Background: an optimization exercise with open tools, aiming at small area, a short achievable clock period and few clock cycles per item. Do not read the settings as production practice.
Function was checked by simulation only, so behaviour that the tests miss may differ from the original.

$ cat design/flow/design.v
package smmba_pkg;
   localparam int GAS_W       = 16;
   localparam int TEMP_W      = 12;
   localparam int HUMIN_W     = 10;
   localparam int HUMID_W     = 7;
   localparam int SLOT_W      = 5;
   localparam int BYTE_W      = 8;
   localparam int POS_W       = 9;
   localparam int ACC_W       = 13;
   localparam int RECENT_DEPTH = 32;
   localparam logic [GAS_W-1:0]         GAS_MIN_RESET   = 16'd5000;
   localparam logic signed [TEMP_W-1:0] TEMP_MIN_RESET  = 12'sd1000;
   localparam logic [HUMID_W-1:0]       HUMID_MIN_RESET = 7'd100;
   localparam logic [7:0] HUMID_RECIP = 8'd205;
   localparam int         HUMID_SHIFT = 11;
   localparam int         HUMID_PROD_W = HUMIN_W + 8;
   localparam logic [SLOT_W-1:0] SLOT_LAST = SLOT_W'(RECENT_DEPTH - 1);
   typedef enum logic [1:0] {
      ST_IDLE,
      ST_LOAD,
      ST_SUM,
      ST_EMIT
   } smmba_state_type;
   typedef struct packed {
      logic load_in;
      logic update;
      logic sum_step;
      logic emit;
   } smmba_cmd_type;
   typedef struct packed {
      logic slot_zero;
      logic sum_last;
      logic out_free;
   } smmba_stat_type;
endpackage
module smmba_ctrl (
   input  logic                     clock,
   input  logic                     reset,
   input  logic                     req_valid,
   output logic                     req_ready,
   input  smmba_pkg::smmba_stat_type stat,
   output smmba_pkg::smmba_cmd_type  cmd
);
   smmba_pkg::smmba_state_type state_ff;
   smmba_pkg::smmba_state_type state_in;
   always_ff @(posedge clock) begin
      if (reset) begin
         state_ff <= smmba_pkg::ST_IDLE;
      end else begin
         state_ff <= state_in;
      end
   end
   always_comb begin
      state_in  = state_ff;
      cmd       = '0;
      req_ready = 1'b0;
      unique case (state_ff)
         smmba_pkg::ST_IDLE: begin
            req_ready = !reset;
            if (req_valid && !reset) begin
               cmd.load_in = 1'b1;
               state_in    = smmba_pkg::ST_LOAD;
            end
         end
         smmba_pkg::ST_LOAD: begin
            cmd.update = 1'b1;
            state_in   = stat.slot_zero ? smmba_pkg::ST_SUM : smmba_pkg::ST_EMIT;
         end
         smmba_pkg::ST_SUM: begin
            cmd.sum_step = 1'b1;
            if (stat.sum_last) begin
               state_in = smmba_pkg::ST_EMIT;
            end
         end
         smmba_pkg::ST_EMIT: begin
            if (stat.out_free) begin
               cmd.emit = 1'b1;
               state_in = smmba_pkg::ST_IDLE;
            end
         end
         default: state_in = smmba_pkg::ST_IDLE;
      endcase
   end
endmodule
module smmba_dp #(
   parameter int HISTORY_DEPTH = 512
) (
   input  logic                                 clock,
   input  logic                                 reset,
   input  smmba_pkg::smmba_cmd_type             cmd,
   output smmba_pkg::smmba_stat_type            stat,
   input  logic [smmba_pkg::SLOT_W-1:0]         in_slot,
   input  logic [smmba_pkg::GAS_W-1:0]          in_gas,
   input  logic signed [smmba_pkg::TEMP_W-1:0]  in_temp,
   input  logic [smmba_pkg::HUMIN_W-1:0]        in_humid,
   input  logic                                 rsp_ready,
   output logic                                 rsp_valid,
   output logic [smmba_pkg::GAS_W-1:0]          rsp_gas_max,
   output logic [smmba_pkg::GAS_W-1:0]          rsp_gas_min,
   output logic signed [smmba_pkg::TEMP_W-1:0]  rsp_temp_max,
   output logic signed [smmba_pkg::TEMP_W-1:0]  rsp_temp_min,
   output logic [smmba_pkg::HUMID_W-1:0]        rsp_humid_max,
   output logic [smmba_pkg::HUMID_W-1:0]        rsp_humid_min,
   output logic                                 rsp_avg_valid,
   output logic [smmba_pkg::BYTE_W-1:0]         rsp_avg_value,
   output logic [smmba_pkg::POS_W-1:0]          rsp_position
);
   localparam int HEAD_W = (HISTORY_DEPTH > 1) ? $clog2(HISTORY_DEPTH) : 1;
   localparam logic [HEAD_W-1:0] HEAD_LAST = HEAD_W'(HISTORY_DEPTH - 1);
   logic [smmba_pkg::SLOT_W-1:0]         slot_ff;
   logic [smmba_pkg::GAS_W-1:0]          gas_ff;
   logic signed [smmba_pkg::TEMP_W-1:0]  temp_ff;
   logic [smmba_pkg::HUMIN_W-1:0]        humid_ff;
   logic [smmba_pkg::GAS_W-1:0]          max_gas_ff, min_gas_ff;
   logic signed [smmba_pkg::TEMP_W-1:0]  max_temp_ff, min_temp_ff;
   logic [smmba_pkg::HUMID_W-1:0]        max_humid_ff, min_humid_ff;
   logic [smmba_pkg::BYTE_W-1:0]         recent_ff [smmba_pkg::RECENT_DEPTH];
   logic [smmba_pkg::SLOT_W-1:0]         sum_cnt_ff;
   logic [smmba_pkg::ACC_W-1:0]          acc_ff;
   logic [HEAD_W-1:0]         head_ff;
   logic [smmba_pkg::HUMID_PROD_W-1:0]   humid_prod;
   logic [smmba_pkg::HUMID_W-1:0]        humid_pct;
   logic [smmba_pkg::BYTE_W-1:0]         avg_byte;
   logic [HEAD_W+smmba_pkg::POS_W-1:0]   head_wide;
   logic                      out_valid_ff;
   assign humid_prod = smmba_pkg::HUMID_PROD_W'(humid_ff) * smmba_pkg::HUMID_PROD_W'(smmba_pkg::HUMID_RECIP);
   assign humid_pct  = humid_prod[smmba_pkg::HUMID_PROD_W-1:smmba_pkg::HUMID_SHIFT];
   assign avg_byte   = acc_ff[smmba_pkg::ACC_W-1:smmba_pkg::SLOT_W];
   assign head_wide  = (HEAD_W+smmba_pkg::POS_W)'(head_ff);
   assign stat.slot_zero = (slot_ff == '0);
   assign stat.sum_last  = (sum_cnt_ff == smmba_pkg::SLOT_LAST);
   assign stat.out_free  = !out_valid_ff || rsp_ready;
   always_ff @(posedge clock) begin
      if (cmd.load_in) begin
         slot_ff  <= in_slot;
         gas_ff   <= in_gas;
         temp_ff  <= in_temp;
         humid_ff <= in_humid;
      end
   end
   always_ff @(posedge clock) begin
      if (reset) begin
         max_gas_ff   <= '0;
         min_gas_ff   <= smmba_pkg::GAS_MIN_RESET;
         max_temp_ff  <= '0;
         min_temp_ff  <= smmba_pkg::TEMP_MIN_RESET;
         max_humid_ff <= '0;
         min_humid_ff <= smmba_pkg::HUMID_MIN_RESET;
         for (int i = 0; i < smmba_pkg::RECENT_DEPTH; i++) begin
            recent_ff[i] <= '0;
         end
      end else if (cmd.update) begin
         if (gas_ff > max_gas_ff)      max_gas_ff   <= gas_ff;
         if (gas_ff < min_gas_ff)      min_gas_ff   <= gas_ff;
         if (temp_ff > max_temp_ff)    max_temp_ff  <= temp_ff;
         if (temp_ff < min_temp_ff)    min_temp_ff  <= temp_ff;
         if (humid_pct > max_humid_ff) max_humid_ff <= humid_pct;
         if (humid_pct < min_humid_ff) min_humid_ff <= humid_pct;
         recent_ff[slot_ff] <= gas_ff[smmba_pkg::BYTE_W+smmba_pkg::SLOT_W-1:smmba_pkg::SLOT_W];
      end
   end
   always_ff @(posedge clock) begin
      if (cmd.update) begin
         sum_cnt_ff <= '0;
         acc_ff     <= '0;
      end else if (cmd.sum_step) begin
         sum_cnt_ff <= sum_cnt_ff + 1'b1;
         acc_ff     <= acc_ff + smmba_pkg::ACC_W'(recent_ff[sum_cnt_ff]);
      end
   end
   always_ff @(posedge clock) begin
      if (reset) begin
         head_ff <= '0;
      end else if (cmd.emit && stat.slot_zero) begin
         head_ff <= (head_ff == HEAD_LAST) ? '0 : head_ff + 1'b1;
      end
   end
   always_ff @(posedge clock) begin
      if (reset) begin
         out_valid_ff <= 1'b0;
      end else if (cmd.emit) begin
         out_valid_ff <= 1'b1;
      end else if (rsp_ready) begin
         out_valid_ff <= 1'b0;
      end
   end
   always_ff @(posedge clock) begin
      if (cmd.emit) begin
         rsp_gas_max   <= max_gas_ff;
         rsp_gas_min   <= min_gas_ff;
         rsp_temp_max  <= max_temp_ff;
         rsp_temp_min  <= min_temp_ff;
         rsp_humid_max <= max_humid_ff;
         rsp_humid_min <= min_humid_ff;
         rsp_avg_valid <= stat.slot_zero;
         rsp_avg_value <= stat.slot_zero ? avg_byte : '0;
         rsp_position  <= stat.slot_zero ? head_wide[smmba_pkg::POS_W-1:0] : '0;
      end
   end
   assign rsp_valid = out_valid_ff;
endmodule
module sensor_min_max_block_average #(
   parameter int HISTORY_DEPTH = 512
) (
   input  logic                                clock,
   input  logic                                reset,
   input  logic                                req_valid,
   output logic                                req_ready,
   input  logic [smmba_pkg::SLOT_W-1:0]        req_sample_slot,
   input  logic [smmba_pkg::GAS_W-1:0]         req_gas_ppm,
   input  logic signed [smmba_pkg::TEMP_W-1:0] req_temperature,
   input  logic [smmba_pkg::HUMIN_W-1:0]       req_humidity,
   output logic                                rsp_valid,
   input  logic                                rsp_ready,
   output logic [smmba_pkg::GAS_W-1:0]         rsp_gas_max,
   output logic [smmba_pkg::GAS_W-1:0]         rsp_gas_min,
   output logic signed [smmba_pkg::TEMP_W-1:0] rsp_temp_max,
   output logic signed [smmba_pkg::TEMP_W-1:0] rsp_temp_min,
   output logic [smmba_pkg::HUMID_W-1:0]       rsp_humid_max,
   output logic [smmba_pkg::HUMID_W-1:0]       rsp_humid_min,
   output logic                                rsp_average_valid,
   output logic [smmba_pkg::BYTE_W-1:0]        rsp_average_value,
   output logic [smmba_pkg::POS_W-1:0]         rsp_history_position
);
   smmba_pkg::smmba_cmd_type  cmd;
   smmba_pkg::smmba_stat_type stat;
   smmba_ctrl u_ctrl (
      .clock     (clock),
      .reset     (reset),
      .req_valid (req_valid),
      .req_ready (req_ready),
      .stat      (stat),
      .cmd       (cmd)
   );
   smmba_dp #(
      .HISTORY_DEPTH (HISTORY_DEPTH)
   ) u_dp (
      .clock         (clock),
      .reset         (reset),
      .cmd           (cmd),
      .stat          (stat),
      .in_slot       (req_sample_slot),
      .in_gas        (req_gas_ppm),
      .in_temp       (req_temperature),
      .in_humid      (req_humidity),
      .rsp_ready     (rsp_ready),
      .rsp_valid     (rsp_valid),
      .rsp_gas_max   (rsp_gas_max),
      .rsp_gas_min   (rsp_gas_min),
      .rsp_temp_max  (rsp_temp_max),
      .rsp_temp_min  (rsp_temp_min),
      .rsp_humid_max (rsp_humid_max),
      .rsp_humid_min (rsp_humid_min),
      .rsp_avg_valid (rsp_average_valid),
      .rsp_avg_value (rsp_average_value),
      .rsp_position  (rsp_history_position)
   );
endmodule
$ cat design/flow/run.sh
#!/bin/bash
# synth_recipe.tcl (not shown) runs the flow's synth.tcl, then flattens the netlist and writes it again
# the make line also repeats each setting of config.mk as NAME=value (left out here)
make -C /OpenROAD-flow-scripts/flow DESIGN_CONFIG=/design/flow/config.mk WORK_HOME=/design/flow/orfs CLKGATE_MAP_FILE= SYNTH_SCRIPT=/design/flow/synth_recipe.tcl finish
$ cat design/flow/config.mk
export PLATFORM = sky130hd
export DESIGN_NAME = sensor_min_max_block_average
export DESIGN_NICKNAME = sensor_min_max_block_average
export VERILOG_FILES = /design/flow/design.v
export SDC_FILE = /design/flow/constraint.sdc
export NUM_CORES = 4
export LEC_CHECK = 0
export CAP_MARGIN = 20
export CORE_MARGIN = 2
export CORE_UTILIZATION = 40
export SLEW_MARGIN = 20
$ cat design/flow/constraint.sdc
create_clock -name core_clock -period 7.0 [get_ports {clock}]
set_input_delay 1.4000 -clock core_clock [delete_from_list [all_inputs] [get_ports {clock}]]
set_output_delay 1.4000 -clock core_clock [all_outputs]
set_load 0.01 [all_outputs]
==> flow_metrics.env <==
export IMPL_status="complete, no violations"
export IMPL_crit_required_ns=7.46
export IMPL_synth_seq_cells=492
export IMPL_vias=13700
export IMPL_dp_cells=2587
export IMPL_design_die_area_um2=60200
export IMPL_grt_pass1_wl_mm=83.1
export IMPL_cts_hold_buf=0
export IMPL_clk_pin_slew_ns=0.06
export IMPL_avgSynthCellArea_um2=13.5
export IMPL_power_leakage_nw=10.2
export IMPL_grt_max_degree=76
export IMPL_fin_ws_ns=0.870
export IMPL_antenna_left=0
export IMPL_rsz0062_at_grt="false"
export IMPL_startpoint_type="flip-flop"
export IMPL_design_area_um2=27200
export IMPL_clk_latency_ns=0.60
export IMPL_synthCells=1729
export IMPL_grt_ovfl_total=0
export IMPL_drt_met1_wl_mm=23.9
export IMPL_core_area_um2=57700
export IMPL_finalHoldViolations=0
export IMPL_slew_violations=0
export IMPL_h_tree_depth=2
export IMPL_dr_pass1_iters=6
export IMPL_fin_util=0.472
export IMPL_track_usage=0.179
export IMPL_crit_slowest_cell="fa_1"
export IMPL_routed_via_density=5.11
export IMPL_drive_gt1_frac=0.112
export IMPL_placedInstanceArea_um2=25600
export IMPL_synth_main_ff_cell="edfxtp_1"
export IMPL_ys_seq_area_frac=0.589
export IMPL_finalCriticalPeriod_ns=6.13
export IMPL_grt_pass1_vias=14400
export IMPL_worstPathCellList="ha_1, inv_1, fa_1, inv_1, fa_1, inv_1, fa_1, inv_1, ha_1, o21ai_0, o21bai_1, a2111o_1, and3_1, o31ai_1, inv_1, ha_1, a21o_1, a211oi_1, o21ai_0, nor2_2, mux2i_1, nor2_1"
export IMPL_highest_layer="met5"
export IMPL_root_buffer="clkbuf_16"
export IMPL_postCtsResizedCells=0
export IMPL_syn_cell_area_um2=23300
export IMPL_arrival_ns=6.59
export IMPL_die_y_um=245
export IMPL_syn_nets=1927
export IMPL_worstHoldPathType="flip-flop to flip-flop"
export IMPL_hpwl_mm=36.5
export IMPL_synth_distinct_cells=66
export IMPL_n_antenna_cell=0
export IMPL_crit_path_max_fanout=8
export IMPL_pre_cts_ws_ns=0.921
export IMPL_power_density_nw_per_um2=333
export IMPL_slowest_delay_ns=0.53
export IMPL_crit_path_end_kind="flip-flop"
export IMPL_cts_buffers=51
export IMPL_start_util=0.404
export IMPL_cts_sinks=492
export IMPL_placementRows=88
export IMPL_cap_violations=0
export IMPL_ios=137
export IMPL_synth_edf_count=387
export IMPL_cts_max_path_buffers=3
export IMPL_maxSlewHeadroom=0.273
export IMPL_wl_per_cell_um=19.8
export IMPL_crit_top_cell="inv_1"
export IMPL_finalNonFillerCells=2679
export IMPL_port_buffers=136
export IMPL_area_delta_synth_final_pct=16.7
export IMPL_wl_met2_mm=25.2
export IMPL_total_power_mw=9.05
export IMPL_async_reset_ff_frac=0
export IMPL_whs_ns=0.459
export IMPL_cts_tree="built"
export IMPL_gp_congestion=0.825
export IMPL_skew_ns=0.0293
export IMPL_irDropWorstVdd_mv=0.257
export IMPL_antenna_found_initial=3
export IMPL_yosysWarnings=2
export IMPL_tightestPinTransition_ns=1.08
export IMPL_tns_ns=0
export IMPL_route_detailed_drc=0
export IMPL_crit_type="flip-flop to flip-flop"
export IMPL_max_freq_mhz=163
export IMPL_setup_violations=0
export IMPL_drtIter0Drc=867
export IMPL_cts_setup_buffers=0
export IMPL_nNetsFinal=2073
export IMPL_met3_length_mm=2.53
export IMPL_die_x_um=245
export IMPL_wirelength_mm=53.1
export IMPL_period_share=0.876
[layout by cell type, fill, tap and decap left out, drive strengths merged, types with 7 or more instances in the layout]
cell type,n
or3,8
and3,9
mux2i,74
buf,35
mux2,7
nand3,13
edfxtp,387
xor2,8
and2,275
dfxtp,105
nor2b,10
clkdlybuf4s50,135
mux4,80
nor3,8
nand2,56
ha,134
a21o,17
o21a,9
inv,126
fa,17
clkinv,17
xnor2,11
a21oi,28
nand4,13
a211oi,9
nor2,134
clkbuf,70
o21ai,58
[report_power, final]
group | switching, mW | total (mW) | internal (mW)
registers | 0.219 | 3.65 | 3.43
logic | 1.52 | 2.75 | 1.23
clock network | 1.14 | 2.66 | 1.51
total | 2.88 | 9.05 | 6.17
[layer usage]
metal / vias up / global-route usage
met3: 93 / 0.0347
met2: 282 / 0.294
met4: 6 / 0.0551
li1: 6510 / -
met1: 6790 / 0.241
met5: - / 0
[kinds of logic after synthesis]
logic type                 share of synthesized area
DFF                                            0.589
muxes                                          0.112
and+or+nand+nor                                0.128
xor gates and xnor gates                     0.00714
adders and majority gates                     0.0865
buffers and inverters                         0.0338
AOI/OAI and AO/OA                             0.0432
[worst max-delay path, delay by kind of cell (launching register included)]
family                     cells  cell delay (ns)
adders and majority gates      6             2.54
AOI/OAI and AO/OA              7             1.80
and+or+nand+nor                3             0.64
DFF                            1             0.44
buffers and inverters          5             0.33
muxes                          1             0.25
[cells in the mapped netlist (all sizes together) (3+ instances only)]
library cell,n,share of area
o21a,9,0.0029
nor2b,10,0.0027
fa,17,0.015
dfxtp,105,0.090
a2111o,3,0.0014
and2,275,0.074
nand2b,4,0.0011
ha,134,0.072
o211ai,3,0.00097
mux4,80,0.077
nand3b,5,0.0016
nor3,8,0.0022
mux2i,74,0.032
mux2,7,0.0034
inv,123,0.020
or2,3,0.00080
a211oi,9,0.0031
nor2,134,0.022
nand4,13,0.0041
o21bai,3,0.00097
xnor2,11,0.0041
a21oi,28,0.0065
nand2,56,0.0090
or3,8,0.0021
clkbuf,59,0.0095
and3,9,0.0024
or4,3,0.00097
edfxtp,387,0.50
a31oi,4,0.0013
o31ai,4,0.0013
buf,18,0.0045
xor2,8,0.0030
nand3,13,0.0028
a21o,17,0.0055
o21ai,58,0.012
[worst paths after layout]
| path | start | to | slack [ns] | cells past startpoint |
|---|---|---|---|---|
| setup / recovery | u_dp.humid_ff[2]$_DFFE_PP_ | u_dp.min_humid_ff[1]$_SDFFE_PP0P_ | 0.87 | 22 |
| hold / removal | u_dp.min_temp_ff[2]$_SDFFE_PP0P_ | u_dp.rsp_temp_min[2]$_DFFE_PP_ | 0.46 | 0 |
| setup reg to reg | u_dp.humid_ff[2]$_DFFE_PP_ | u_dp.min_humid_ff[1]$_SDFFE_PP0P_ | 0.87 | 22 |
| hold reg to reg | u_dp.min_temp_ff[2]$_SDFFE_PP0P_ | u_dp.rsp_temp_min[2]$_DFFE_PP_ | 0.46 | 0 |
[state kept, by name, indices dropped and copies added, names as in the netlist, 12 cells and up, named ones only]
register / cells
u_dp.rsp_temp_min: 12
u_dp.min_temp_ff: 12
u_dp.max_gas_ff: 16
u_dp.max_temp_ff: 12
u_dp.rsp_gas_max: 16
u_dp.temp_ff: 12
u_dp.rsp_gas_min: 16
u_dp.rsp_temp_max: 12
u_dp.acc_ff: 13
u_dp.gas_ff: 16
u_dp.min_gas_ff: 16
u_dp.recent_ff: 256
[cell type report]
class / instances / area, µm²
Clock buffer: 70 / 1440
Clock inverter: 22 / 183
Fill cell: 5127 / 30500
Inverter: 123 / 462
Multi-Input combinational cell: 1037 / 8820
Sequential cell: 492 / 13700
Tap cell: 765 / 957
Timing Repair Buffer: 170 / 1620
Testbench counts, summed over its fixed seeds: cycles 75,496, items 16,384.

-- re-timing with driven ports --
In the flow no input, the clock included, has a driving cell. The finished layout below was timed again as built, in two steps. Step 1 assumes that a clkbuf_16 drives the clock port and a buf_2 every other input. Step 2, shift: input delay + t, output delay - t, t = (earliest + latest rising clock arrival at the registers) / 2. This alone moves slack from input paths to output paths. Slacks: no drivers / after step 1 / after step 2; pairs: no drivers / after step 1.
t (ns): 0.645
slack for setup (ns): 0.870 / 0.870 / 0.870
hold WS [ns]: 0.459 / 0.459 / 0.459
slew at the worst register clock pin (ns): 0.07 / 0.07
worst slew at a driven data input, ns: 0.09
After both steps this run still meets setup and hold. For this run, drivers alone change the setup slack by 0.000 ns; drivers and shift together by 0.000 ns.
